From an optimization exercise on the open Yosys and OpenROAD flow, aimed at small area and a short achievable clock period; shortcuts taken in it are not production practice.
The RTL was checked by simulation tests, not by an equivalence proof against the original design.

==> flow/design.v, too long to show whole: its modules and the start of the top module <==
// module bf_front: 1224 lines
// module bf_back: 189 lines
// module sub25: 280 lines
// module box_axis: 28 lines
// module bbox_raster: 142 lines
module bbox_raster #(
    parameter int SIGFIG     = 24,
    parameter int RADIX      = 10,
    parameter int PIPE_DEPTH = 3
) (
    input  logic                     clk,
    input  logic                     arst_n,
    input  logic [3*SIGFIG-1:0]      tri_x,
    input  logic [3*SIGFIG-1:0]      tri_y,
    input  logic                     tri_valid,
    input  logic                     halt_n,
    input  logic signed [SIGFIG-1:0] screen_x,
    input  logic signed [SIGFIG-1:0] screen_y,
    input  logic [3:0]               msaa_mode,
    output logic [3*SIGFIG-1:0]      out_tri_x,
    output logic [3*SIGFIG-1:0]      out_tri_y,
    output logic signed [SIGFIG-1:0] box_ll_x,
    output logic signed [SIGFIG-1:0] box_ll_y,
    output logic signed [SIGFIG-1:0] box_ur_x,
    output logic signed [SIGFIG-1:0] box_ur_y,
    output logic                     out_valid
);
  // ...
==> flow/flow/run.sh <==
#!/bin/bash
set -euo pipefail
MARGIN=$(cat flow/margin.txt)
bash standard.sh SETUP_SLACK_MARGIN=$MARGIN \
    "BUFFER_PORTS_ARGS=-buffer_cell sky130_fd_sc_hd__buf_2" finish > make_finish.log 2>&1
==> flow/flow/margin.txt <==
9.8
==> flow/standard.sh <==
#!/bin/bash
# synth_recipe.tcl (not shown) runs the flow's synth.tcl, then flattens the netlist and writes it again
# the make line also repeats each setting of config.mk as NAME=value (left out here)
make -C /OpenROAD-flow-scripts/flow DESIGN_CONFIG=/design/flow/config.mk WORK_HOME=/design/flow/orfs CLKGATE_MAP_FILE= SYNTH_SCRIPT=/design/flow/synth_recipe.tcl "${@:-finish}"
==> flow/config.mk <==
export PLATFORM = sky130hd
export DESIGN_NAME = bbox_raster
export DESIGN_NICKNAME = bbox_raster
export VERILOG_FILES = /design/flow/design.v
export SDC_FILE = /design/flow/constraint.sdc
export NUM_CORES = 4
export LEC_CHECK = 0
export ABC_AREA = 1
export CAP_MARGIN = 20
export CORE_MARGIN = 2
export CORE_UTILIZATION = 55
export PLACE_DENSITY = 0.68
export SLEW_MARGIN = 20
==> flow/constraint.sdc <==
create_clock -name core_clock -period 14.0 [get_ports {clk}]
set_input_delay 2.8000 -clock core_clock [delete_from_list [all_inputs] [get_ports {clk}]]
set_output_delay 2.8000 -clock core_clock [all_outputs]
set_load 0.01 [all_outputs]
==> impl.org, run 1 <==
** Finish
- For this run, the post-layout net count is 7,747.
- Excluding fillers, the count of instances in the completed layout stands at approximately 8,400.
- Sequential cells :: just under 1,000
- 8 antenna diodes ended up in the layout.
- Across the whole layout, multi-input logic makes up about 45% of the cell area.
- Non-clock buffering takes up 4.514% of total cell area after layout.
- The area growth from synthesis to layout is 11.38%.

** Clock tree
- Number of buffers added by the clock tree synthesis step :: 100
- The clock tree synthesis step divided the H-tree into 3 levels.
- Worst-case clock buffer depth :: 3
- Clock tree from TritonCTS :: built

** Synth
- Synthesis produced a netlist whose cell count is roughly 6,300.
- After synthesis, the share of flip-flops with an asynchronous set or reset is less than 1%.
- The largest total area in the synthesized netlist belongs to edfxtp_1.
- The synthesized netlist devotes around 23% of its cell area to adder and majority cells.

** Worst setup path
- Setup slack, reg-to-reg :: approximately 9.7 ns
- CP cell instances :: buf_6 > clkinvlp_4 > buf_4 > nand2_1 > o21ai_4 > o22ai_1 > xor2_1 > fa_1 > inv_1 > fa_1 > fa_1 > inv_1
- The worst register-to-register path begins at s1_dy21[13].

** GRT
- The initial antenna violation count came to 15.
- Layer with the highest usage :: met2
- Met3 track demand over resource in global routing :: 9.419%
- Maximum number of pins on one net before global-route repair :: 96

** Placement
- IO buf count :: around 430

** Worst hold path
- The worst hold path passes through 0 cells.
- Hold path endpoint :: s2_x[9]
- The min-delay analysis places its worst path in the category reg -> reg.

** Detailed routing
- DRC violation count after routing :: 0
- Top routing layer used :: met5
- Detailed-route wire length per cell :: 25.69 µm
- After detailed routing, the number of vias per cell comes to 5.981.

** Floorplan
- Count of boundary I/O pins :: 441
- Standard-cell row count :: 129

** Timing
- Worst Tran Pin Value :: 1.173 ns
- The worst pin sits at a relative slew slack of between 20% and 30%.
- Hold timing on the final database bottoms out at a slack of 0.4034 ns.
- Final WS setup :: 9.743 ns

** Run status
- Status :: no timing/DRC/antenna violations
==> run 2: changes to the inputs <==
--- a/flow/config.mk
+++ b/flow/config.mk
@@ -8,6 +8,8 @@
 export ABC_AREA = 1
 export CAP_MARGIN = 20
 export CORE_MARGIN = 2
-export CORE_UTILIZATION = 55
-export PLACE_DENSITY = 0.68
+export CORE_UTILIZATION = 40
+export CTS_BUF_LIST = sky130_fd_sc_hd__clkbuf_16
+export CTS_CLUSTER_DIAMETER = 150
+export CTS_CLUSTER_SIZE = 26
 export SLEW_MARGIN = 20
==> impl.org, run 2 <==
** Run status
- The flow ran to the end and the layout has no timing, DRC or antenna violations.

** Clock tree
- Clock-pin slew was measured on the worst setup and hold paths at 0.10 ns.
- Clock latency on the worst-skew pair, taken at its later pin, is 0.69 ns.
- The number of buffers on the longest clock path came to 3 (unchanged).
- The number of levels in the clock H-tree was 2 (-1).
- Clock Root Buffer :: clkbuf_16
- Hold repair after CTS inserted 0 buffers.
- Clock tree from TritonCTS :: built
- Clk sink count :: 971
- The number of clock buffers inserted by TritonCTS was 45 (-55%).

** Detailed routing
- The average wire per standard cell is 25.01 µm (-2.6%).
- The routed layout has 49,224 vias.
- The first routing iteration left 5,468 violations.
- The count of nets left with antenna violations once routing finished came out at 0.
- Summed over all layers, the routed wires come to 221,000 µm.
- The pre-antenna-repair detailed-routing pass consisted of 8 iterations.
- The detailed-route DRC error count came to 0 (unchanged).
- The per-cell via count in the routed design came to 5.571 (-6.9%).

** Finish
- Relative to the synthesized area, the layout overhead comes to 10.09%.
- The final instance count without filler cells came to 8,836 (+5.6%).
- The total number of nets in the final design is 7,692 (-0.71%).
- Fraction of final layout cells sized beyond drive strength 1 :: 11.98%
- Leaving out fill and tap cells, the most frequent cell in the layout is inv_1.
- The register with the most flip-flops in the layout has 244 of them.
- The top cell types in the final layout, fill and taps aside, are 1,021 x inv_1, 968 x edfxtp_1, 727 x nand2_1.
- Most flops, register :: s2_bf

** Worst hold path
- Hold wc startpoint :: s1_x[67]
- The cell count of the worst hold path came to 0 (unchanged).
- In this run the worst hold path is classified as reg -> reg.
- Hold path endpoint :: s2_x[67]

** Worst setup path
- Kind of end point of the critical path :: primary output
- Critical Path AT :: 1.43 ns
- Crit Path Max Fanout :: 4
- Kind of cell adding the most delay to the critical path :: flip-flops
- Stage delay of the slowest cell on the critical path :: 0.55 ns
- CP cell instances :: buf_2
- Reg-to-reg critical path endpoint :: s2_bf[129]
- The worst setup path is of the reg -> out kind.
- Setup slack, reg-to-reg :: 9.87 ns (+0.13 ns)
- Cell with the largest stage delay on the worst path :: dfrtp_2
- Reg2Reg Launch Point :: s1_dy10[5]
- The worst setup path is launched from a flop.
- Buf/Inv on CP :: 1
- For the worst flop-to-flop path, the logic depth is 10.
- First element of the critical path :: v3
- Required time of the critical path :: roughly 11 ns

** Timing
- Headroom to the max-slew limit :: 23.28% (+1.6 points)
- Final period util :: about 30%
- Worst Tran Pin Value :: 1.151 ns (-0.02246 ns)
- Final count of hold timing violations :: 0
- Between clock sinks in the finished design, the worst skew comes to approximately 0.064 ns.
- The number of pins exceeding their max-slew limit in the final report came to 0.
- Adding up every negative setup slack in the final design gives 0 ns.
- Timing would allow up to 236.2 MHz.
- Setup violations remaining at the end of the flow were counted as 0.
- For the finished layout, the period the worst path requires is 4.233 ns.
- RSZ-0062 raised after global routing :: true

** Synth
- Post-synth top area share :: roughly 43%
- Number of unique standard cell types used by synthesis :: 55
- Summed instance area of the synthesized netlist :: 68,050 µm²
- The synthesized netlist cell count was 6,284 (unchanged).
- Top cells by count, synth :: 1,019 x inv_1, 968 x edfxtp_1, 754 x nand2_1, 648 x xor2_1, 593 x fa_1
- Of all cell types, the one taking the most synthesized area is edfxtp_1.
- By area the synthesized netlist is led by edfxtp_1 43%, fa_1 17%, xor2_1 8.3%.
- In this run, synthesis produced a sequential element count of 971.
- By instance count, the leading cell after synthesis is inv_1.
- Number of synthesis warnings :: 2
- The fraction of synthesis flops using an asynchronous set or reset pin came to 0.3090% (unchanged).
- The share of the Yosys chip area taken by registers is 42.83%.
- The most used flip-flop cell after synthesis is edfxtp_1.
- A synthesized cell averages 10.83 µm².
- Count of flip-flops with a built-in enable after synthesis :: a little under 1,000

** Floorplan
- Die Footprint :: 173,400 µm²
- Placeable core area :: between 150,000 and 200,000 µm²
- Standard-cell row count :: 151 (+17%)
- Count of boundary I/O pins :: 441 (unchanged)
- Horizontal die dimension :: 416.4 µm
- Once the floorplan was initialized, standard cells occupied 40.24% of the core.
- Vertical die dimension :: between 400 and 500 µm

** GRT
- Maximum number of pins on one net before global-route repair :: 96 (unchanged)
- The initial antenna violation count was 11 (-4).
- Vias in the first global route :: 49,187
- Global routing consumed, over all layers together, 25.02% of the routing resources.
- GRT overflow :: 0
- The first global-routing pass estimated 323,000 µm of wire.

** Placement
- Number of placed instances with taps included :: 8,712
- After legalization and detailed placement, the total HPWL measured 162,700 µm.
- The number of port buffers was 426 (unchanged).
- At the end of routability-driven placement, the weighted congestion stood at 0.9824.

** Job
- Reported max-cap violation count :: 0
-- run 2: cell counts after synthesis --
Identical to the previous run, type by type.
-- run 2: metal layers --
layer	vias up	wire (µm)	track usage [%]
met1	24496	87730	33.28
li1	21552	-	-
met3	518	22290	5.724
met2	2656	100000	39.08
met4	2	10940	11.14
met5	-	19	0
-- run 2: logic make-up (layout without fill, tap and decap cells) --
group | count (synthesis) | count (layout) | synth area share, %
muxes | 1 | 1 | 0.01655
buffers and inverters | 1369 | 1670 | 7.971
other | 1 | 29 | 0.005511
AOI/OAI and AO/OA | 1215 | 1217 | 10.35
xor gates and xnor gates | 682 | 682 | 8.778
DFF | 971 | 971 | 42.83
and+or+nand+nor | 1138 | 1141 | 6.833
adders and majority gates | 907 | 907 | 23.22
-- run 2: repair_timing --
| item | CTS | global route |
|---|---|---|
| setup endpoints to repair | 698 | 440 |
| endpoints found under the hold margin | 0 | 0 |
| gates cloned | 6 | 3 |
| resized for setup | 87 | 115 |
| buffers inserted | 13 | 21 |
| pin swaps | 16 | 56 |
-- run 2: through the flow --
step | hold WS, ns | worst slack, ns | util (%) | area (µm²)
global route | 0.3994 | 9.724 | 44.29 | 74900
floorplan | 0.4003 | 6.743 | - | 68120
detailed placement | 0.4045 | 8.157 | 42.77 | 72310
global placement | 0.4004 | 8.188 | 42.77 | 72310
CTS | 0.3934 | 9.682 | 43.90 | 74240
finish | 0.3935 | 9.767 | 44.30 | 74910
-- run 2: how the worst max path moves through the flow --
stage,endpoint,slack [ns],cells past startpoint
2_1_floorplan,v1,6.74,3
5_1_grt,out_valid,9.72,1
3_5_place_dp,s1_x[20],8.16,5
4_1_cts,out_valid,9.68,1
6_report,out_valid,9.77,1
3_3_place_gp,s1_x[20],8.19,5
-- run 2: final cells by class --
| cell class | count | area, µm² |
|---|---|---|
| Antenna cell | 13 | 32.53 |
| Clock buffer | 46 | 1151 |
| Clock inverter | 21 | 195.2 |
| Fill cell | 15795 | 94180 |
| Inverter | 1040 | 3975 |
| Multi-Input combinational cell | 3964 | 34190 |
| Sequential cell | 971 | 29140 |
| Tap cell | 2218 | 2775 |
| Timing Repair Buffer | 562 | 3442 |
| Timing Repair inverter | 1 | 7.507 |
==> run 3: changes to the inputs <==
==> flow/flow/run.sh (replaced) <==
#!/bin/bash
set -euo pipefail
MARGIN=$(cat flow/margin.txt)
KNOBS=(SETUP_SLACK_MARGIN=$MARGIN "BUFFER_PORTS_ARGS=-buffer_cell sky130_fd_sc_hd__buf_2")
RES=orfs/results/$FLOW_PLATFORM/bbox_raster/base
bash standard.sh "${KNOBS[@]}" synth > make_synth.log 2>&1
cp $RES/1_2_yosys.v $RES/1_2_yosys.standard.v
python3 flow/fixpol.py $RES/1_2_yosys.v > fixpol.log 2>&1
rm -f $RES/1_synth.odb $RES/1_synth.sdc
bash standard.sh "${KNOBS[@]}" finish > make_finish.log 2>&1
==> flow/flow/fixpol.py (new file) <==
#!/usr/bin/env python3
"""Inverter clean-up around full adders in a flat Yosys netlist.

Synthesis maps the adder tree to sky130 fa cells but often leaves an inverter
between one adder's output and the next adder's input.  A full adder is
self-dual: FA(~a, ~b, ~c) = (~sum, ~cout).  So an adder whose inputs come from
inverters can take the inverters' inputs instead and hand out complemented
outputs; inverters that then sit on its outputs cancel.  This script flips
adders one at a time whenever that removes more inverters than it adds, until
no flip helps.  Registers and everything else are left as they are.

Usage: fixpol.py NETLIST.v   (rewrites the file in place)
"""
import re
import sys

FA = 'sky130_fd_sc_hd__fa_1'
INV = re.compile(r'sky130_fd_sc_hd__(inv|clkinv)_\d+$')

path = sys.argv[1]
text = open(path).read()
m = re.search(r'(module\s+(\w+)\s*\(.*?\);)(.*?)(endmodule)', text, re.S)
head, body = text[:m.start(3)], m.group(3)
tail = text[m.end(3):]

# Split the body into declarations/assigns and cell instances.
inst_re = re.compile(r'^\s*(sky130_fd_sc_hd__\w+)\s+(\S+)\s*\((.*?)\);\s*$', re.S | re.M)
cells = {}
order = []
for im in inst_re.finditer(body):
    ctype, name, pins = im.group(1), im.group(2), im.group(3)
    pm = {}
    for p, n in re.findall(r'\.(\w+)\(([^()]*)\)', pins):
        pm[p] = n.strip()
    cells[name] = [ctype, pm]
    order.append(name)
other = inst_re.sub('', body)
# Nets named in assigns or port declarations are never renamed or freed.
fixed = set()
for a in re.findall(r'assign\s+(.*?);', other, re.S):
    for t in re.findall(r'[\\]?[\w$.\[\]]+', a):
        fixed.add(t.strip())
portnames = set(re.findall(r'(?:input|output|inout)\s+(?:\[[^\]]*\]\s*)?([\w$\\]+)', other))


def is_fixed(n):
    base = n.split('[')[0].strip()
    return n in fixed or base in portnames or n.startswith("1'") or n in fixed


OUTS = ('X', 'Y', 'Q', 'Q_N', 'SUM', 'COUT', 'HI', 'LO')
newid = [0]


def build():
    drv, loads = {}, {}
    for name, (t, pm) in cells.items():
        for p, n in pm.items():
            if p in OUTS:
                drv[n] = (name, p)
            else:
                loads.setdefault(n, []).append((name, p))
    return drv, loads


def inv_of(n, drv):
    """If n is driven by an inverter, that inverter's name and input."""
    d = drv.get(n)
    if d and INV.match(cells[d[0]][0]):
        return d[0], cells[d[0]][1]['A']
    return None


def existing_inv(n, loads):
    for (c, p) in loads.get(n, []):
        if INV.match(cells[c][0]) and not is_fixed(cells[c][1]['Y']):
            return c
    return None


def gain(fa, drv, loads):
    t, pm = cells[fa]
    g = 0
    for p in ('A', 'B', 'CIN'):
        n = pm[p]
        iv = inv_of(n, drv)
        if iv:
            if len(loads.get(n, [])) == 1 and not is_fixed(n):
                g += 1
        elif not existing_inv(n, loads):
            g -= 1
    for p in ('SUM', 'COUT'):
        n = pm[p]
        ls = loads.get(n, [])
        invl = [c for (c, q) in ls if INV.match(cells[c][0]) and not is_fixed(cells[c][1]['Y'])]
        rest = len(ls) - len(invl)
        g += len(invl)
        if rest or is_fixed(n):
            g -= 1
    return g


def fresh():
    newid[0] += 1
    return f'_pol{newid[0]}_'


def flip(fa, drv, loads):
    t, pm = cells[fa]
    for p in ('A', 'B', 'CIN'):
        n = pm[p]
        iv = inv_of(n, drv)
        if iv:
            pm[p] = iv[1]
            if len(loads.get(n, [])) == 1 and not is_fixed(n):
                del cells[iv[0]]
        else:
            e = existing_inv(n, loads)
            if e:
                pm[p] = cells[e][1]['Y']
            else:
                nn, ni = fresh(), fresh()
                cells[ni] = ['sky130_fd_sc_hd__inv_1', {'A': n, 'Y': nn}]
                pm[p] = nn
    for p in ('SUM', 'COUT'):
        n = pm[p]
        ls = loads.get(n, [])
        nn = fresh()
        pm[p] = nn          # now carries ~n
        invl = [c for (c, q) in ls if INV.match(cells[c][0]) and not is_fixed(cells[c][1]['Y'])]
        rest = [(c, q) for (c, q) in ls if c not in invl]
        for c in invl:
            y = cells[c][1]['Y']
            for (c2, q2) in loads.get(y, []):
                if c2 in cells:
                    cells[c2][1][q2] = nn
            del cells[c]
        if rest or is_fixed(n):
            cells[fresh()] = ['sky130_fd_sc_hd__inv_1', {'A': nn, 'Y': n}]


def count_inv():
    return sum(1 for (t, pm) in cells.values() if INV.match(t))


before = count_inv()
changed = True
passes = 0
while changed and passes < 50:
    changed = False
    passes += 1
    drv, loads = build()
    for fa in [c for c in list(cells) if c in cells and cells[c][0] == FA]:
        if fa not in cells:
            continue
        if gain(fa, drv, loads) > 0:
            flip(fa, drv, loads)
            drv, loads = build()
            changed = True
after = count_inv()

# Declare the new nets and write the netlist back.
decl = ''.join(f'  wire {n};\n' for n in sorted(
    {n for (t, pm) in cells.values() for n in pm.values() if n.startswith('_pol')}))
out = []
for name, (t, pm) in cells.items():
    pins = ',\n'.join(f'    .{p}({n}{" " if n.startswith(chr(92)) else ""})' for p, n in pm.items())
    out.append(f'  {t} {name} (\n{pins}\n  );\n')
open(path, 'w').write(head + decl + other + ''.join(out) + tail)
print(f'fixpol: inverters {before} -> {after} in {passes} passes')
--- a/flow/config.mk
+++ b/flow/config.mk
@@ -9,7 +9,7 @@
 export CAP_MARGIN = 20
 export CORE_MARGIN = 2
 export CORE_UTILIZATION = 40
-export CTS_BUF_LIST = sky130_fd_sc_hd__clkbuf_16
+export CTS_BUF_LIST = sky130_fd_sc_hd__clkbuf_8 sky130_fd_sc_hd__clkbuf_16
 export CTS_CLUSTER_DIAMETER = 150
-export CTS_CLUSTER_SIZE = 26
+export CTS_CLUSTER_SIZE = 22
 export SLEW_MARGIN = 20
==> impl.org, run 3 <==
** Run status
- The flow ran to the end and the layout has no timing, DRC or antenna violations.

** Floorplan
- The chip width came to 412.8 µm (-0.88%).
- Placeable core area :: 166,700 µm² (-1.4%)
- Count of boundary I/O pins :: 441 (unchanged)
- The area of the die was 170,400 µm² (-1.7%).
- Standard-cell row count :: 150 (-0.66%)
- The initial cell density of the core is 40.11% (-0.13 points).
- Vertical die dimension :: 412.8 µm (-0.88%)

** Detailed routing
- Detailed-route wire length per cell :: 26.90 µm (+7.5%)
- The per-cell via count in the routed design came to 5.724 (+2.8%).
- DRC violation count after routing :: 0 (unchanged)
- The number of routed nets with antenna violations is 0 (unchanged).
- The via count is 48,761 (-0.94%).
- The number of DRC markers in iteration 0 was 5,809 (+6.2%).
- Aggregate routed wire length :: 229,100 µm (+3.7%)
- The number of detailed-route iterations in the first pass is 8 (unchanged).

** Clock tree
- The number of clock buffers inserted by TritonCTS came to 50 (+11%).
- The number of sinks handled by clock tree synthesis came to 971 (unchanged).
- The number of levels in the clock H-tree is 2 (unchanged).
- The number of hold buffers added after CTS was 0 (unchanged).
- The number of buffers on the longest clock path is 3 (unchanged).
- The later-pin clock latency in the skew report came to 0.71 ns (+0.02 ns).
- Clock Root Buffer :: clkbuf_16
- TritonCTS built the clock tree.
- Clock transition at the register clock pins on the worst setup and hold paths after CTS :: 0.10 ns (about the same)

** GRT
- The overall track demand over capacity in global routing was 26.59% (+1.6 points).
- Vias in the first global route :: 48,332 (-1.7%)
- Maximum number of pins on one net before global-route repair :: 147 (+53%)
- Wire length of the first global-routing pass :: 330,800 µm (+2.4%)
- GRT overflow :: 0 (unchanged)
- The initial antenna violation count came to 11 (unchanged).

** Worst setup path
- The maximum fanout encountered on the critical timing path came to 23 (+19).
- Stage delay of the slowest cell on the critical path :: 0.83 ns (+0.28 ns)
- The most critical setup path has its startpoint at s1_dx21[14].
- In this run the critical register-to-register path is captured at s2_bf[50].
- The worst register-to-register path begins at s1_dx21[14].
- The data arrival time at the worst-slack endpoint is 4.69 ns (+3.26 ns).
- In this design, the largest share of critical-path delay is due to adder cells.
- Among the stages of the critical path, the cell type that occurs most often is fa_1.
- STA classifies the critical path endpoint as a flop.
- CP cell instances :: inv_1 > o21ai_1 > xor2_1 > fa_1 > fa_1 > fa_1 > inv_1
- The setup slack of the worst register-to-register path was 9.77 ns (-0.10 ns).
- Worst setup path category :: reg -> reg
- Critical path capture point :: s2_bf[50]
- Cell with the largest stage delay on the worst path :: edfxtp_1
- The worst setup path is launched from a flop.
- Count of cells along the worst register-to-register path :: 7 (-3)
- The total stage count of the critical path is 7 (+6).
- Buf/Inv on CP :: 2 (+1)
- Required time of the critical path :: 14.46 ns (+3.26 ns)

** Timing
- Clock tree skew after final layout :: 0.03309 ns (-0.03106 ns)
- Final count of hold timing violations :: 0 (unchanged)
- Headroom to the max-slew limit :: 18.54% (-4.7 points)
- The share of the clock period used by the worst path is 30.20% (-0.039 points).
- The final worst setup slack came to 9.772 ns (+0.005480 ns).
- The total negative setup slack came to 0 ns (unchanged).
- The actual slew at the worst max-slew pin was 1.221 ns (+0.06991 ns).
- Slew Limit Fails :: 0 (unchanged)
- Setup repair after global routing could not meet its margin everywhere.
- Time the final worst path needs with I/O delays and setup :: 4.228 ns (-0.005480 ns)
- Number of failing setup endpoints in the final timing report :: 0 (unchanged)
- The highest clock frequency the design can meet was 236.5 MHz (+0.13%).

** Placement
- The post-placement cell area is 71,120 µm² (-1.7%).
- Minimum setup slack after placement :: 7.629 ns (-0.5278 ns)
- Detailed Place HPWL :: 164,500 µm (+1.1%)
- The post-placement cell count is 8,379 (-3.8%).
- IO buf count :: 426 (unchanged)
- Gpl congestion :: 0.9817 (about the same)

** Finish
- The fraction of layout instances using a drive strength above 1 was 12.44% (+0.47 points).
- The flip-flop count of the largest register, all copies and words added came to 244 (unchanged).
- Area growth syn-to-layout :: 10.20% (about the same)
- Final cell count without fillers :: 8,518 (-3.6%)
- The multi-input combinational cell area came to 34,120 µm² (-0.20%).
- Most flops, register :: s2_bf
- Leaving out fill and tap cells, the most frequent cells in the layout are 968 x edfxtp_1, 733 x nand2_1, 706 x inv_1.
- The total number of nets in the final design was 7,389 (-3.9%).
- Final instance area :: 73,660 µm² (-1.7%)
- The combined flip-flop and latch cell area was 29,150 µm² (about the same).
- The library cell used most frequently in the layout, excluding fill and tap cells, is edfxtp_1.
- Layout filler cell count :: 15,655 (-0.89%)

** Synth
- Cell count after synthesis :: 5,965 (-5.1%)
- The post-synth design cell area is 66,850 µm² (-1.8%).
- The number of warning messages in the yosys log is 2 (unchanged).
- Avg Cell Area, Syn :: 11.21 µm² (+3.5%)

** Worst hold path
- The cell count of the worst hold path was 0 (unchanged).
- The tightest min-delay check is of the reg -> reg type.

** Job
- Reported max-cap violation count :: 0 (unchanged)
==> run 3: layout make-up <==
cell class / count / share of cell area (%)
clock buffer: 51 / 1.732
tap: 2204 / 3.744
antenna: 13 / 0.04416
timing repair inverter: 1 / 0.01019
multi-input combinational: 3969 / 46.32
timing repair buffer: 568 / 4.654
inverter: 721 / 3.755
clock inverter: 20 / 0.1749
sequential: 971 / 39.57
==> run 3: worst min path at each step <==
stage	from	end	slack, ns
after floorplan	s1_cx[2]	s2_cx[2]	0.40
after global placement	s1_y[1]	s2_y[1]	0.40
after detailed placement	s1_keep[2]	s2_keep[2]	0.40
after CTS	s1_y[9]	s2_y[9]	0.41
after global routing	s1_y[9]	s2_y[9]	0.41
final	s1_y[26]	s2_y[26]	0.41
==> run 3: stage by stage <==
step | util, % | hold slack [ns]
after global placement | 42.67 | 0.4002
final | 44.20 | 0.4115
after global routing | 44.19 | 0.4127
after detailed placement | 42.67 | 0.4045
after CTS | 43.88 | 0.4138
after floorplan | - | 0.4003
==> run 3: routing by layer <==
metal | part of all wire (%) | track usage, %
met5 | 0.025 | 0
met4 | 6.3 | 13.62
met3 | 11 | 6.862
met2 | 44 | 40.46
met1 | 39 | 35.07
==> run 3: worst reg2reg max path, delay by kind of cell (launching register included) <==
kind / cells / cell delay [ns]
flops: 1 / 0.83
fa+ha+maj: 3 / 1.66
xor+xnor: 1 / 0.27
compound gates: 1 / 0.42
buf+inv: 2 / 0.80
==> run 3: timing repair <==
item,CTS,global route
setup buffers,19,23
gates resized for setup,71,84
gates cloned,11,2
pin swaps,19,27
hold endpoints to repair,0,0
setup endpoints to repair,610,290
==> run 4: changes to the inputs <==
==> flow/flow/margin.txt (replaced) <==
9.9
==> impl.org, run 4 <==
** Run status
- Status :: no timing/DRC/antenna violations

** Finish
- Fraction of final layout cells sized beyond drive strength 1 :: 13.76% (+1.3 points)
- Leading cell type in the layout, fill and taps excluded :: edfxtp_1
- Layout filler cell count :: 15,581 (-0.47%)
- Max reg flops :: 244 (unchanged)
- Register area :: 29,140 µm² (about the same)
- Area occupied by multi-input gates :: 34,480 µm² (+1.0%)
- The final instance count without filler cells is 8,539 (+0.25%).
- In the layout the commonest cells are 968 x edfxtp_1, 723 x nand2_1, 703 x inv_1.
- Most flops, register :: s2_bf
- Relative to the synthesized area, the layout overhead comes to 11.25%.
- Final instance area :: 74,370 µm² (+0.96%)
- The core occupancy in the finished layout is 44.62% (+0.42 points).
- The total number of nets in the final design was 7,411 (+0.30%).

** Worst setup path
- STA classifies the critical path endpoint as a flop.
- Worst setup path category :: reg -> reg
- The buffering stage count on the worst path with inverters included was 3 (+1).
- The maximum fanout encountered on the critical timing path is 23 (unchanged).
- The startpoint identified for the worst register-to-register timing path is s1_cx[0].
- Count of cells along the worst register-to-register path :: 8 (+1)
- Reg-to-reg critical path endpoint :: s2_bf[223]
- The data arrival time at the worst-slack endpoint was 4.65 ns (-0.04 ns).
- The endpoint required time on the critical path came to 14.47 ns (about the same).
- Kind of cell adding the most delay to the critical path :: adder cells
- For this design, the slowest cell found on the critical path is a211oi_1.
- The setup slack of the worst register-to-register path is 9.83 ns (+0.06 ns).
- Cell repeated most along the worst path :: fa_1
- Stage delay of the slowest cell on the critical path :: 0.90 ns (+0.07 ns)
- CP cell instances :: buf_4 > inv_1 > a211oi_1 > a21oi_1 > fa_1 > fa_1 > fa_1 > inv_1
- Startpoint type of the worst setup path :: flop

** Timing
- The clock skew after layout is 0.03332 ns (+0.0002322 ns).
- The total negative setup slack came to 0 ns (unchanged).
- RSZ-0062 raised after global routing :: true
- Final period util :: 29.80% (-0.40 points)
- The number of pins exceeding their max-slew limit in the final report is 0 (unchanged).
- The highest clock frequency the design can meet was 239.7 MHz (+1.3%).
- Time the final worst path needs with I/O delays and setup :: 4.172 ns (-0.05574 ns)
- The worst relative slew slack was 19.52% (+0.99 points).
- Final count of hold timing violations :: 0 (unchanged)
- The total of endpoints with negative setup slack in the final report was 0 (unchanged).
- The actual slew at the worst max-slew pin came to 1.206 ns (-0.01479 ns).

** Detailed routing
- The number of detailed-route iterations in the first pass is 7 (-1).
- Starting DRT DRC Count :: 6,116 (+5.3%)
- The per-cell via count in the routed design came to 5.725 (about the same).
- Routed vias :: 48,886 (+0.26%)
- The total wirelength of the detailed-routed design came to 230,300 µm (+0.54%).
- The number of routed nets with antenna violations came to 0 (unchanged).
- The detailed-route DRC error count came to 0 (unchanged).
- Detailed-route wire length per cell :: 26.97 µm (+0.29%)

** GRT
- The initial antenna violation count came to 10 (-1).
- Vias in the first global route :: 48,372 (+0.083%)
- Maximum number of pins on one net before global-route repair :: 147 (unchanged)
- The wire length of the first global-routing pass was 331,000 µm (about the same).
- The overall track demand over capacity in global routing is 26.61% (about the same).
- The global-route congestion overflow total came to 0 (unchanged).

** Clock tree
- TritonCTS built the clock tree.
- Worst-case clock buffer depth :: 3 (unchanged)
- CTS placed an instance of clkbuf_16 at the clock tree root.
- The clock transition time at the flip-flop clock pins of the worst setup and hold paths came to 0.10 ns (about the same).
- Source-to-sink clock delay at the later pin of the worst-skew pair :: 0.70 ns (about the same)
- The number of sinks handled by clock tree synthesis came to 971 (unchanged).
- Hold_buf cts :: 0 (unchanged)
- The number of clock buffers inserted by TritonCTS is 50 (unchanged).
- The number of levels in the clock H-tree came to 2 (unchanged).

** Floorplan
- Vertical die dimension :: 412.8 µm (unchanged)
- The number of cell rows is 150 (unchanged).
- The chip width is 412.8 µm (unchanged).
- The standard cell core area was 166,700 µm² (unchanged).
- The number of top-level pins came to 441 (unchanged).
- Die Footprint :: 170,400 µm² (unchanged)
- Initial core utilization :: 40.11% (unchanged)

** Synth
- The average instance area after synthesis was 11.21 µm² (unchanged).
- Summed instance area of the synthesized netlist :: 66,850 µm² (unchanged)
- The synthesized netlist cell count came to 5,965 (unchanged).
- The number of warning messages in the yosys log came to 2 (unchanged).

** Worst hold path
- Hold path endpoint :: s2_y[26]
- The min-delay analysis places its worst path in the category reg -> reg.
- Depth of the worst hold-timing path :: 0 (unchanged)
- Hold wc startpoint :: s1_y[26]

** Placement
- The post-placement cell area is 71,120 µm² (unchanged).
- IO buf count :: 426 (unchanged)
- Number of placed instances with taps included :: 8,379 (unchanged)
- Detailed Place HPWL :: 164,500 µm (unchanged)
- Gpl congestion :: 0.9817 (unchanged)

** Job
- The max capacitance violation total is 0 (unchanged).
[run 4: final cells by class]
class,count,share of cell area (%)
antenna,12,0.04038
clock buffer,51,1.716
clock inverter,20,0.1733
inverter,721,3.747
multi-input combinational,3970,46.36
sequential,971,39.19
tap,2204,3.708
timing repair buffer,588,5.050
timing repair inverter,2,0.02019
[run 4: what timing repair did]
item                                   in CTS  in global routing
endpoints found under the hold margin       0                  0
gates resized for setup                   108                156
setup endpoints to repair                 809                356
cloned                                     12                  4
buffers inserted                           22                 38
pin swaps                                  26                 35
[run 4: per-layer routing]
| metal | track usage, % | vias up | wire (µm) |
|---|---|---|---|
| li1 | - | 21003 | - |
| met1 | 35.08 | 24174 | 90430 |
| met2 | 40.36 | 2927 | 101100 |
| met3 | 6.988 | 776 | 24280 |
| met4 | 13.80 | 6 | 14480 |
| met5 | 0 | - | 33 |
[run 4: worst max path at each step]
| stage | depth (start not counted) | from | endpoint | slack [ns] |
|---|---|---|---|---|
| floorplan | 3 | halt_n | v1 | 6.74 |
| global placement | 6 | halt_n | s2_bf[163] | 7.68 |
| detailed placement | 6 | halt_n | s2_bf[176] | 7.63 |
| CTS | 1 | s3_y[54] | out_tri_y[54] | 9.83 |
| global route | 14 | tri_y[48] | s1_dy21[18] | 9.78 |
| finish | 8 | s1_cx[0] | s2_bf[223] | 9.83 |
[run 4: stage by stage]
stage                     worst slack (ns)  hold slack (ns)
final                                9.828           0.4115
after global routing                 9.782           0.4127
after CTS                            9.830           0.4138
after detailed placement             7.629           0.4045
after global placement               7.684           0.4002
after floorplan                      6.743           0.4003
==> run 5: changes to the inputs <==
==> flow/flow/margin.txt (replaced) <==
9.7
==> impl.org, run 5 <==
** Run status
- Status :: no timing/DRC/antenna violations

** Timing
- The total of endpoints with negative setup slack in the final report is 0 (unchanged).
- Final period util :: 30.86% (+1.1 points)
- Setup repair after global routing left no endpoint under its margin.
- Slew Limit Fails :: 0 (unchanged)
- The total negative setup slack is 0 ns (unchanged).
- Headroom to the max-slew limit :: 18.16% (-1.4 points)
- The final number of hold-violating endpoints was 0 (unchanged).
- The highest clock frequency the design can meet came to 231.4 MHz (-3.4%).
- Time the final worst path needs with I/O delays and setup :: 4.321 ns (+0.1488 ns)
- The actual slew at the worst max-slew pin was 1.226 ns (+0.02045 ns).
- The clock skew after layout was 0.03417 ns (+0.0008474 ns).

** Detailed routing
- Detailed-route wire length per cell :: 26.93 µm (-0.15%)
- Routed vias :: 48,663 (-0.46%)
- The per-cell via count in the routed design was 5.716 (-0.15%).
- The number of DRC markers in iteration 0 was 5,709 (-6.7%).
- Iteration count of the initial detailed-routing pass :: 9 (+2)
- The number of routed nets with antenna violations is 0 (unchanged).
- The detailed-route DRC error count came to 0 (unchanged).
- The total wirelength of the detailed-routed design came to 229,300 µm (-0.46%).

** Clock tree
- Source-to-sink clock delay at the later pin of the worst-skew pair :: 0.70 ns (about the same)
- The number of clock buffers inserted by TritonCTS was 50 (unchanged).
- Hold_buf cts :: 0 (unchanged)
- TritonCTS built the clock tree.
- The clock transition time at the flip-flop clock pins of the worst setup and hold paths was 0.11 ns (about the same).
- Clock Root Buffer :: clkbuf_16
- The number of buffers on the longest clock path is 3 (unchanged).
- The number of sinks handled by clock tree synthesis was 971 (unchanged).
- The number of levels in the clock H-tree was 2 (unchanged).

** Synth
- Summed instance area of the synthesized netlist :: 66,850 µm² (unchanged)
- The synthesized netlist cell count came to 5,965 (unchanged).
- The number of warning messages in the yosys log was 2 (unchanged).
- Avg Cell Area, Syn :: 11.21 µm² (unchanged)

** GRT
- Wire length of the first global-routing pass :: 329,300 µm (-0.53%)
- The initial antenna violation count is 15 (+5).
- The overall track demand over capacity in global routing is 26.46% (-0.15 points).
- The via count of the first global-routing pass was 48,258 (-0.24%).
- Maximum number of pins on one net before global-route repair :: 147 (unchanged)
- GRT overflow :: 0 (unchanged)

** Job
- Reported max-cap violation count :: 0 (unchanged)

** Floorplan
- The chip width was 412.8 µm (unchanged).
- The initial cell density of the core was 40.11% (unchanged).
- The area of the die came to 170,400 µm² (unchanged).
- The die span in y was 412.8 µm (unchanged).
- Count of boundary I/O pins :: 441 (unchanged)
- The number of cell rows was 150 (unchanged).
- Placeable core area :: 166,700 µm² (unchanged)

** Worst setup path
- Reg2Reg Launch Point :: s1_dy21[13]
- The maximum fanout encountered on the critical timing path came to 27 (+17%).
- Critical Path AT :: 4.77 ns (+0.12 ns)
- Required time of the critical path :: 14.45 ns (-0.02 ns)
- Worst setup path category :: reg -> reg
- The depth of the worst register-to-register path came to 10 (+2).
- STA classifies the critical path startpoint as a flop.
- STA classifies the critical path endpoint as a flop.
- In this run the critical register-to-register path is captured at s2_bf[160].
- Setup slack, reg-to-reg :: 9.68 ns (-0.15 ns)

** Finish
- The library cells used most frequently in the layout, excluding fill and tap cells, are 968 x edfxtp_1, 742 x nand2_1, 711 x inv_1.
- Post-layout util :: 44.07% (-0.56 points)
- The register with the most flip-flops in the final layout is s2_bf.
- The flip-flop count of the largest register, all copies and words added was 244 (unchanged).
- Leading cell type in the layout, fill and taps excluded :: edfxtp_1
- Fraction of final layout cells sized beyond drive strength 1 :: 11.76% (-2.0 points)
- Area growth syn-to-layout :: 9.868%
- The total number of nets in the final design came to 7,383 (-0.38%).

** Worst hold path
- The min-delay analysis places its worst path in the category reg -> reg.
- Depth of the worst hold-timing path :: 0 (unchanged)
- For hold timing, the worst endpoint is s2_y[26].
- The worst hold path begins at s1_y[26].

** Placement
- Detailed Place HPWL :: 164,500 µm (unchanged)
- The routability congestion estimate from global placement came to 0.9817 (unchanged).
- The number of port buffers was 426 (unchanged).
## run 5: repair_timing
| item | 4_1_cts | 5_1_grt |
|---|---|---|
| gates resized for setup | 40 | 62 |
| gates cloned | 9 | 4 |
| setup endpoints to repair | 559 | 309 |
| pin swaps | 8 | 16 |
| setup buffers | 11 | 24 |
## run 5: final cells by class
| class | instances | area, µm² |
|---|---|---|
| fill | 15663 | 93220 |
| timing repair inverter | 1 | 7.507 |
| clock inverter | 20 | 128.9 |
| antenna | 14 | 35.03 |
| multi-input combinational | 3969 | 33960 |
| timing repair buffer | 562 | 3387 |
| sequential | 971 | 29150 |
| inverter | 721 | 2746 |
| tap | 2204 | 2758 |
| clock buffer | 51 | 1276 |
## run 5: through the flow
step	instance area (µm²)	std cells	worst slack [ns]	hold WS [ns]
finish	73440	8513	9.679	0.4090
global route	73430	8506	9.700	0.4127
CTS	72920	8470	9.687	0.4138
detailed placement	71120	8379	7.629	0.4045
floorplan	66920	5980	6.743	0.4003
global placement	71120	8379	7.684	0.4002
## run 5: worst max-delay path by stage
stage | cells after the start | slack, ns | to | from
2_1_floorplan | 3 | 6.74 | v1 | halt_n
3_3_place_gp | 6 | 7.68 | s2_bf[163] | halt_n
3_5_place_dp | 6 | 7.63 | s2_bf[176] | halt_n
4_1_cts | 1 | 9.69 | out_valid | v3
5_1_grt | 10 | 9.70 | s2_bf[160] | s1_dy21[13]
6_report | 10 | 9.68 | s2_bf[160] | s1_dy21[13]
## run 5: metal layers
layer  vias up  wire length [µm]  share of wire [%]  global-route usage, %
li1      20954                 -                  -                      -
met1     24018             89900                 39                  34.94
met2      2942            100000                 44                  40.17
met3       735             24490                 11                  6.733
met4        14             14750                6.4                  13.83
met5         -               115              0.050                      0
## run 5: critical path, cell delays in order (launching register included)
cell	delay, ns
edfxtp_1	0.37
buf_6	0.48
clkinvlp_4	0.28
buf_4	0.20
o21ai_4	0.66
o22ai_1	0.17
xor2_1	0.20
fa_1	0.49
fa_1	0.53
fa_1	0.62
inv_1	0.06
==> run 6: changes to the inputs <==
==> flow/flow/margin.txt (replaced) <==
9.8
--- a/flow/config.mk
+++ b/flow/config.mk
@@ -9,7 +9,7 @@
 export CAP_MARGIN = 20
 export CORE_MARGIN = 2
 export CORE_UTILIZATION = 40
-export CTS_BUF_LIST = sky130_fd_sc_hd__clkbuf_8 sky130_fd_sc_hd__clkbuf_16
+export CTS_BUF_LIST = sky130_fd_sc_hd__clkbuf_16
 export CTS_CLUSTER_DIAMETER = 150
-export CTS_CLUSTER_SIZE = 22
+export CTS_CLUSTER_SIZE = 26
 export SLEW_MARGIN = 20
==> impl.org, run 6 <==
** Run status
- The run finished with no timing, DRC or antenna violations.

** Worst hold path
- The tightest min-delay check is of the reg -> reg type.

** Worst setup path
- The setup slack of the worst register-to-register path is 9.79 ns (+0.11 ns).
- First element of the critical path :: s1_dx21[14]
- The data arrival time at the worst-slack endpoint came to 4.66 ns (-0.11 ns).
- The endpoint required time on the critical path is 14.45 ns (about the same).
- The setup path with the least slack is of type reg -> reg.
- Count of cells along the worst register-to-register path :: 7 (-3)
- Kind of end point of the critical path :: flop
- Startpoint type of the worst setup path :: flop
- The endpoint identified for the worst register-to-register timing path is s2_bf[50].
- Reg2Reg Launch Point :: s1_dx21[14]
- Critical path capture point :: s2_bf[50]
- The maximum fanout encountered on the critical timing path was 23 (-15%).

** Floorplan
- Horizontal die dimension :: 412.8 µm (unchanged)
- Initial core utilization :: 40.11% (unchanged)
- Die Footprint :: 170,400 µm² (unchanged)
- The die span in y came to 412.8 µm (unchanged).
- Count of boundary I/O pins :: 441 (unchanged)
- Placeable core area :: 166,700 µm² (unchanged)
- Standard-cell row count :: 150 (unchanged)

** Detailed routing
- Routed via count divided by cell count :: 5.708 (-0.15%)
- Aggregate routed wire length :: 229,200 µm (about the same)
- The number of routed nets with antenna violations was 0 (unchanged).
- The via count was 48,606 (-0.12%).
- Iteration count of the initial detailed-routing pass :: 7 (-2)
- The detailed-route DRC error count is 0 (unchanged).
- The number of DRC markers in iteration 0 was 5,863 (+2.7%).
- Detailed-route wire length per cell :: 26.91 µm (about the same)

** Placement
- Detailed Place HPWL :: 164,500 µm (unchanged)
- Minimum setup slack after placement :: 7.629 ns (unchanged)
- Gpl congestion :: 0.9817 (unchanged)
- IO buf count :: 426 (unchanged)

** Timing
- The worst relative slew slack was 17.61% (-0.55 points).
- Number of failing setup endpoints in the final timing report :: 0 (unchanged)
- The worst hold margin is 0.4124 ns (+0.003392 ns).
- The number of pins exceeding their max-slew limit in the final report was 0 (unchanged).
- Worst Tran Pin Value :: 1.234 ns (+0.008209 ns)
- Clock tree skew after final layout :: 0.04438 ns (+0.01021 ns)
- The final number of hold-violating endpoints came to 0 (unchanged).
- Setup total negative slack :: 0 ns (unchanged)
- The minimum clock period was 4.209 ns (-0.1113 ns).
- The final worst setup slack came to 9.791 ns (+0.1113 ns).
- The highest clock frequency the design can meet is 237.6 MHz (+2.6%).
- Setup repair after global routing could not meet its margin everywhere.
- Final period util :: 30.07% (-0.79 points)

** Clock tree
- H-tree levels :: 2 (unchanged)
- The later-pin clock latency in the skew report came to 0.71 ns (about the same).
- Clock transition at the register clock pins on the worst setup and hold paths after CTS :: 0.11 ns (about the same)
- Clk sink count :: 971 (unchanged)
- The number of clock buffers inserted by TritonCTS was 45 (-10%).
- Clock tree from TritonCTS :: built
- The number of hold buffers added after CTS was 0 (unchanged).
- Worst-case clock buffer depth :: 3 (unchanged)
- Clock tree synthesis selected as its root buffer the cell clkbuf_16.

** Finish
- Fraction of final layout cells sized beyond drive strength 1 :: 12.37% (+0.61 points)
- The core occupancy in the finished layout was 44.21% (+0.14 points).
- The flip-flop count of the largest register, all copies and words added was 244 (unchanged).
- The top cell types in the final layout, fill and taps aside, are 968 x edfxtp_1, 736 x nand2_1, 705 x inv_1.
- Layout filler cell count :: 15,632 (-0.20%)
- Area growth syn-to-layout :: 10.22%
- The library cell used most frequently in the layout, excluding fill and tap cells, is edfxtp_1.
- Most flops, register :: s2_bf
- Fin nets :: 7,386 (+0.041%)

** Synth
- The average instance area after synthesis came to 11.21 µm² (unchanged).
- The post-synth design cell area came to 66,850 µm² (unchanged).
- Number of synthesis warnings :: 2 (unchanged)
- Cell count after synthesis :: 5,965 (unchanged)

** GRT
- The initial antenna violation count was 15 (unchanged).
- The maximum number of pins on one net before global-route repair came to 147 (unchanged).
- GRT overflow :: 0 (unchanged)
- The wire length of the first global-routing pass came to 330,300 µm (+0.30%).
- Vias in the first global route :: 48,302 (+0.091%)
- The overall track demand over capacity in global routing is 26.55% (+0.087 points).

** Job
- The max capacitance violation total came to 0 (unchanged).
[run 6: stage by stage]
step | std cells | instance area, µm²
floorplan | 5980 | 66920
global placement | 8379 | 71120
detailed placement | 8379 | 71120
CTS | 8482 | 73180
global route | 8511 | 73670
finish | 8516 | 73680
[run 6: critical path, stage by stage, from the launching register on]
cell	delay [ns]
edfxtp_1	0.86
inv_1	0.73
o21ai_1	0.39
xor2_1	0.26
fa_1	0.53
fa_1	0.55
fa_1	0.57
inv_1	0.05
[run 6: worst min-delay path by stage]
| stage | startpoint | endpoint | slack (ns) | depth (start not counted) |
|---|---|---|---|---|
| 6_report | s1_y[20] | s2_y[20] | 0.41 | 0 |
| 4_1_cts | s1_x[43] | s2_x[43] | 0.40 | 0 |
| 2_1_floorplan | s1_cx[2] | s2_cx[2] | 0.40 | 0 |
| 3_3_place_gp | s1_y[1] | s2_y[1] | 0.40 | 0 |
| 5_1_grt | s1_x[43] | s2_x[43] | 0.43 | 0 |
| 3_5_place_dp | s1_keep[2] | s2_keep[2] | 0.40 | 0 |
[run 6: repair_timing]
action	CTS	global route
pin swaps	16	26
setup endpoints to repair	610	338
gates cloned	10	2
hold endpoints to repair	0	0
setup buffers	26	18
gates resized for setup	70	78
[run 6: layout make-up]
class	count	area (µm²)	area share (%)
Inverter	721	2764	3.751
Antenna cell	13	32.53	0.04415
Clock inverter	21	210.2	0.2853
Timing Repair Buffer	571	3538	4.802
Tap cell	2204	2758	3.743
Sequential cell	971	29150	39.56
Timing Repair inverter	1	7.507	0.01019
Clock buffer	46	1151	1.562
Multi-Input combinational cell	3968	34070	46.24
[run 6: metal layers]
layer / part of all wire, % / routed length (µm) / vias to the layer above / GRT usage [%]
li1: - / - / 20975 / -
met4: 6.3 / 14440 / 10 / 13.54
met1: 39 / 89900 / 24019 / 35.11
met3: 11 / 24580 / 708 / 6.828
met5: 0.030 / 69 / - / 0
met2: 44 / 100200 / 2894 / 40.33

[static timing again, ports no longer ideal]
How much do the figures lean on ideal ports? The routed layouts below were timed once more, with nothing changed but the port constraints. Step 1: set_driving_cell puts a clkbuf_16 on clk and a buf_2 on each other input, an assumption about the parent block. Step 2, shift: input delay + t, output delay - t, t = (earliest + latest rising clock arrival at the registers) / 2. This alone moves slack from input paths to output paths. a / b / c = no drivers / after step 1 / after step 2; a / b = the first two.
run	t, ns	setup slack, ns	hold WS [ns]	worst register clock-pin slew, ns
run 1	0.787	9.743 / 9.743 / 9.147	0.403 / 0.403 / 0.403	0.08 / 0.08
run 2	0.748	9.767 / 9.683 / 9.170	0.394 / 0.394 / 0.394	0.11 / 0.11
run 3	0.774	9.772 / 9.767 / 9.046	0.411 / 0.411 / 0.411	0.11 / 0.11
run 4	0.773	9.828 / 9.761 / 9.139	0.412 / 0.412 / 0.412	0.11 / 0.11
run 5	0.772	9.679 / 9.679 / 9.051	0.409 / 0.409 / 0.409	0.11 / 0.11
run 6	0.772	9.791 / 9.752 / 9.019	0.412 / 0.412 / 0.412	0.12 / 0.12
After both steps setup and hold are still met in every run listed. The setup slack of run 6, which loses most, moves by -0.039 ns with the drivers and by -0.772 ns with both steps.
